What follows belongs to an exercise in optimizing a design on an open flow for small area and a short achievable clock period; a production flow would make more cautious choices.
At most, simulation tests tie the RTL to the original design; equivalence was not proved.
Power is estimated from default activity; no workload was simulated.

## icache
module icache #(
  parameter int LINE_NUM   = 16,
  parameter int BLOCK_BITS = 128
) (
  input  logic                  clk,
  input  logic                  rst,
  input  logic                  rdy,
  input  logic [31:0]           pc_from_fch,
  input  logic                  req_from_fch,
  input  logic                  rollback_from_fch,
  output logic                  inst_valid_to_fch,
  output logic [31:0]           inst_to_fch,
  output logic                  busy_to_fch,
  output logic                  enable_sign_to_mem,
  output logic [31:0]           pc_to_mem,
  output logic                  rollback_sign_to_mem,
  input  logic                  finish_sign_from_mem,
  input  logic [BLOCK_BITS-1:0] inst_block_from_mem
);
Settings: LEC_CHECK=0, ABC_CLOCK_PERIOD_IN_PS=2000, CAP_MARGIN=20, CORE_MARGIN=2, CORE_UTILIZATION=55, CTS_CLUSTER_DIAMETER=60, CTS_CLUSTER_SIZE=30, PLACE_DENSITY=0.7, SETUP_SLACK_MARGIN=1.8, SLEW_MARGIN=20; clock period 4.0 ns.
run.sh (not shown) runs the stock make flow with config.mk's settings and CLKGATE_MAP_FILE= SYNTH_SCRIPT=/design/flow/synth_recipe.tcl, a recipe that flattens the netlist after the stock synthesis.
Change:
ABC_CLOCK_PERIOD_IN_PS = not set   (was 2000)
SETUP_SLACK_MARGIN = not set   (was 1.8)
=> Die area stays the same. Global-route usage went down by 3.0 points. Total power falls slightly. Synthesized area stays the same. Design area is lower by a few percent.
Change:
SETUP_SLACK_MARGIN = 1.8   (was not set)
Synthesized area is unchanged.
Wire length went up by 13%.
Worst setup slack gets better by 0.51 ns.
Cell area rose by 7.1%.
Global-route usage climbs by 3.0 points.
Sequential share of layout area is lower by 4.7 points.
Synthesized cell count stays the same.
Clock-buffer cell count fell by 7.
Cell count goes up by about 5.5%.
No run of this note included a check of the RTL's function; only the layout flow was run.

========
Another version of the RTL of icache (not shown whole).
Size: roughly 5100 cells after synthesis, about 2500 flip-flops, roughly 230 I/O pins.
==> flow/design.v (excerpt) <==
module icache #(
  parameter int LINE_NUM   = 16,
  parameter int BLOCK_BITS = 128
) (
  input  logic                  clk,
  input  logic                  rst,
  input  logic                  rdy,
  input  logic [31:0]           pc_from_fch,
  input  logic                  req_from_fch,
  input  logic                  rollback_from_fch,
  output logic                  inst_valid_to_fch,
  output logic [31:0]           inst_to_fch,
  output logic                  busy_to_fch,
  output logic                  enable_sign_to_mem,
  output logic [31:0]           pc_to_mem,
  output logic                  rollback_sign_to_mem,
  input  logic                  finish_sign_from_mem,
  input  logic [BLOCK_BITS-1:0] inst_block_from_mem
);
  localparam int IDX_W = (LINE_NUM > 1) ? $clog2(LINE_NUM) : 1;
  localparam int TAG_W = 28 - IDX_W;
  logic                  wait_q;         
  logic                  valid_q;        
  logic                  enable_q;       
  logic [31:2]           pc_q;           
  logic [31:0]           inst_q;
  logic [LINE_NUM-1:0]   vld_q;
  logic [TAG_W-1:0]      tag_q  [LINE_NUM];
  logic [BLOCK_BITS-1:0] data_q [LINE_NUM];
  logic [IDX_W-1:0]    req_idx, lat_idx;
  logic [TAG_W-1:0]    req_tag;
  logic                hit, accept, fill;
  logic [LINE_NUM-1:0] req_sel;
  logic [3:0]          req_wsel, lat_wsel;
  logic [LINE_NUM-1:0] line_hit;
  ...
export LEC_CHECK = 0
export CAP_MARGIN = 20
export CORE_MARGIN = 2
export CORE_UTILIZATION = 55
export CTS_CLUSTER_DIAMETER = 60
export CTS_CLUSTER_SIZE = 30
export PLACE_DENSITY = 0.7
export SETUP_SLACK_MARGIN = 1.6
export SLEW_MARGIN = 20
create_clock -name core_clock -period 4.0 [get_ports {clk}]
standard.sh (not shown) runs the stock make flow with config.mk's settings and CLKGATE_MAP_FILE= SYNTH_SCRIPT=/design/flow/synth_recipe.tcl, a recipe that flattens the netlist after the stock synthesis.
==> flow/flow/run.sh <==
#!/bin/bash
# Own layout flow: the standard flow (standard synthesis unchanged), with
# cell resizing not tied to the original footprint, plain buffers on the ports
# and a clock tree without dummy balancing loads.
set -euo pipefail
bash standard.sh MATCH_CELL_FOOTPRINT=0 \
  "BUFFER_PORTS_ARGS=-buffer_cell sky130_fd_sc_hd__buf_4" \
  "CTS_ARGS=-sink_clustering_enable -repair_clock_nets -sink_clustering_size 18 -sink_clustering_max_diameter 45 -buf_list {sky130_fd_sc_hd__clkbuf_8 sky130_fd_sc_hd__clkbuf_16} -root_buf sky130_fd_sc_hd__clkbuf_16 -dont_use_dummy_load" \
  finish > standard.log 2>&1
The starting point finished clean.
==> next run, changes <==
==> flow/run.sh (new file) <==
#!/bin/bash
# synth_recipe.tcl (not shown) runs the flow's synth.tcl, then flattens the netlist and writes it again
# the make line also repeats each setting of config.mk as NAME=value (left out here)
make -C /OpenROAD-flow-scripts/flow DESIGN_CONFIG=/design/flow/config.mk WORK_HOME=/design/flow/orfs CLKGATE_MAP_FILE= SYNTH_SCRIPT=/design/flow/synth_recipe.tcl finish
removed: flow/flow/run.sh
removed: flow/standard.sh
After rerunning: The new run completed without violations. Worst setup slack gets worse by 210 ps. Final area rises by 4.7%. Sequential share of layout area went down by 3.2 points. Register-to-register slack gets worse by 30 ps. Final cell count climbs by 4.8%. Area after synthesis is unchanged. Worst hold slack gains 50 ps. Total power went down by 1.7%. Wire length came out higher by 4.8%. Sequential power is about the same.
==> next run, changes <==
==> flow/flow/run.sh (new file) <==
#!/bin/bash
# Own layout flow: the standard flow (standard synthesis unchanged), with
# cell resizing not tied to the original footprint, plain buffers on the ports
# and a clock tree without dummy balancing loads.
set -euo pipefail
bash standard.sh MATCH_CELL_FOOTPRINT=0 \
  "BUFFER_PORTS_ARGS=-buffer_cell sky130_fd_sc_hd__buf_4" \
  "CTS_ARGS=-sink_clustering_enable -repair_clock_nets -sink_clustering_size 30 -sink_clustering_max_diameter 60 -dont_use_dummy_load" \
  finish > standard.log 2>&1
==> flow/standard.sh (new file) <==
#!/bin/bash
# synth_recipe.tcl (not shown) runs the flow's synth.tcl, then flattens the netlist and writes it again
# the make line also repeats each setting of config.mk as NAME=value (left out here)
make -C /OpenROAD-flow-scripts/flow DESIGN_CONFIG=/design/flow/config.mk WORK_HOME=/design/flow/orfs CLKGATE_MAP_FILE= SYNTH_SCRIPT=/design/flow/synth_recipe.tcl "${@:-finish}"
Settings changed: CORE_UTILIZATION 55 to 50, PLACE_DENSITY 0.7 to 0.62.
removed: flow/run.sh
What happened:
- The changed run passed the timing, design-rule and antenna checks
- sequential share of layout area climbs by 3.6 points
- flip-flop and latch count stays the same
- routed wire length falls by 0.63%
- die area came out higher by about 10%
- setup slack improved by 160 ps
- global-route usage decreases by 3.3 points
- synthesized cell count does not change
- count of clock-buffer cells in the layout rose by 2
- final area decreases by about 5%
==> next run, changes <==
--- a/flow/flow/run.sh
+++ b/flow/flow/run.sh
@@ -6,4 +6,4 @@
 bash standard.sh MATCH_CELL_FOOTPRINT=0 \
   "BUFFER_PORTS_ARGS=-buffer_cell sky130_fd_sc_hd__buf_4" \
-  "CTS_ARGS=-sink_clustering_enable -repair_clock_nets -sink_clustering_size 30 -sink_clustering_max_diameter 60 -dont_use_dummy_load" \
+  "CTS_ARGS=-sink_clustering_enable -repair_clock_nets -sink_clustering_size 16 -sink_clustering_max_diameter 45 -buf_list sky130_fd_sc_hd__clkbuf_8 -dont_use_dummy_load" \
   finish > standard.log 2>&1
Settings changed: CORE_UTILIZATION 50 to 55, PLACE_DENSITY 0.62 to 0.7.
Outcome:
- power falls by 4.8%
- hold slack loses 190 ps
- die area falls by 9.0%
- wire length falls by about 6%
==> next run, changes <==
==> flow/flow/run.sh (replaced) <==
#!/bin/bash
# Own layout flow: the standard flow (standard synthesis unchanged), with
# cell resizing not tied to the original footprint and plain buffers on the ports.
set -euo pipefail
bash standard.sh MATCH_CELL_FOOTPRINT=0 \
  "BUFFER_PORTS_ARGS=-buffer_cell sky130_fd_sc_hd__buf_4" \
  finish > standard.log 2>&1
After rerunning: Wire length came out higher slightly; cell count went up slightly; register-to-register slack improves by 100 ps; power grows by a little under a tenth.

========
icache again, from the RTL that the note above started with.
make LEC_CHECK=0 CAP_MARGIN=20 CORE_MARGIN=2 CORE_UTILIZATION=55 CTS_CLUSTER_DIAMETER=60 CTS_CLUSTER_SIZE=30 PLACE_DENSITY=0.7 SETUP_SLACK_MARGIN=1.6 SLEW_MARGIN=50 finish   # period 4.0 ns
run.sh (not shown) runs the stock make flow with config.mk's settings and CLKGATE_MAP_FILE= SYNTH_SCRIPT=/design/flow/synth_recipe.tcl, a recipe that flattens the netlist after the stock synthesis.
Stock flow here: none of the scripts above is used.
The first run completed without violations.
==> next run, changes <==
==> flow/flow/run.sh (new file) <==
#!/bin/bash
# Own layout flow: the standard flow (standard synthesis unchanged), with
# cell resizing not tied to the original footprint, plain buffers on the ports
# and a clock tree without dummy balancing loads.
set -euo pipefail
bash standard.sh MATCH_CELL_FOOTPRINT=0 \
  "BUFFER_PORTS_ARGS=-buffer_cell sky130_fd_sc_hd__buf_4" \
  "CTS_ARGS=-sink_clustering_enable -repair_clock_nets -sink_clustering_size 30 -sink_clustering_max_diameter 60 -dont_use_dummy_load" \
  finish > standard.log 2>&1
==> flow/standard.sh (new file) <==
#!/bin/bash
# synth_recipe.tcl (not shown) runs the flow's synth.tcl, then flattens the netlist and writes it again
# the make line also repeats each setting of config.mk as NAME=value (left out here)
make -C /OpenROAD-flow-scripts/flow DESIGN_CONFIG=/design/flow/config.mk WORK_HOME=/design/flow/orfs CLKGATE_MAP_FILE= SYNTH_SCRIPT=/design/flow/synth_recipe.tcl "${@:-finish}"
Settings changed: SLEW_MARGIN 50 to 20.
removed: flow/run.sh
Clock skew grows by 0.029 ns.
Non-clock buffer count shrinks by 331.
Wire length shrinks by 5.4%.
Cell area shrinks by 6.0%.
==> next run, changes <==
Settings changed: SETUP_SLACK_MARGIN 1.6 to 1.8, TNS_END_PERCENT set to 10.
Effect: Count of clock-buffer cells in the layout does not change. Worst setup slack loses 0.049 ns. Synthesized cell count stays the same. Fmax came out lower slightly. Via count rose by a few percent. Core utilization grows by 1.9 points.

static timing again, ports no longer ideal:
Ports are ideal in the flow. The routed layouts listed here were re-timed in OpenROAD. Step 1 (the two cells are an assumption about what drives the block):
set clk [get_ports {clk}]
set_driving_cell -lib_cell sky130_fd_sc_hd__clkbuf_16 $clk
set_driving_cell -lib_cell sky130_fd_sc_hd__buf_2 [delete_from_list [all_inputs] $clk]
Step 2 adds t to the input delays and takes it off the output delays; t is the mean of the earliest and latest rising clock arrival at the registers after step 1. Input paths then give back, and output paths get back, about the clock's delay inside the block. Slacks: no drivers / after step 1 / after step 2; pairs: no drivers / after step 1.
run	t (ns)	setup WS [ns]	hold slack, ns	worst setup path after step 2	worst register clock-pin slew, ns
the first run of note 1	0.903	1.036 / 0.938 / 0.036	0.262 / 0.276 / 0.464	input to register	0.12 / 0.12
the second run of note 1	0.878	0.529 / 0.510 / -0.368	0.376 / 0.357 / 0.446	input to register	0.11 / 0.11
the third run of note 1	0.903	1.036 / 0.938 / 0.036	0.262 / 0.276 / 0.464	input to register	0.12 / 0.12
the first run of note 2	0.924	1.556 / 1.487 / 0.588	0.211 / 0.203 / 0.484	input to register	0.08 / 0.08
the second run of note 2	0.909	1.346 / 1.380 / 0.472	0.261 / 0.204 / 0.487	input to register	0.11 / 0.11
the third run of note 2	0.890	1.510 / 1.475 / 0.584	0.274 / 0.222 / 0.476	input to register	0.11 / 0.11
the fourth run of note 2	1.052	1.406 / 1.327 / 0.435	0.088 / 0.039 / 0.484	input to register	0.11 / 0.11
the fifth run of note 2	0.888	1.522 / 1.448 / 0.560	0.262 / 0.223 / 0.485	input to register	0.11 / 0.11
the first run of note 3	0.925	1.344 / 1.376 / 0.450	0.262 / 0.205 / 0.486	input to register	0.12 / 0.12
the second run of note 3	0.869	1.518 / 1.423 / 0.553	0.249 / 0.227 / 0.489	input to register	0.11 / 0.11
the third run of note 3	0.879	1.469 / 1.352 / 0.472	0.217 / 0.200 / 0.487	input to register	0.11 / 0.11
With both steps, setup timing fails in the second run of note 1, where it was met with ideal ports.
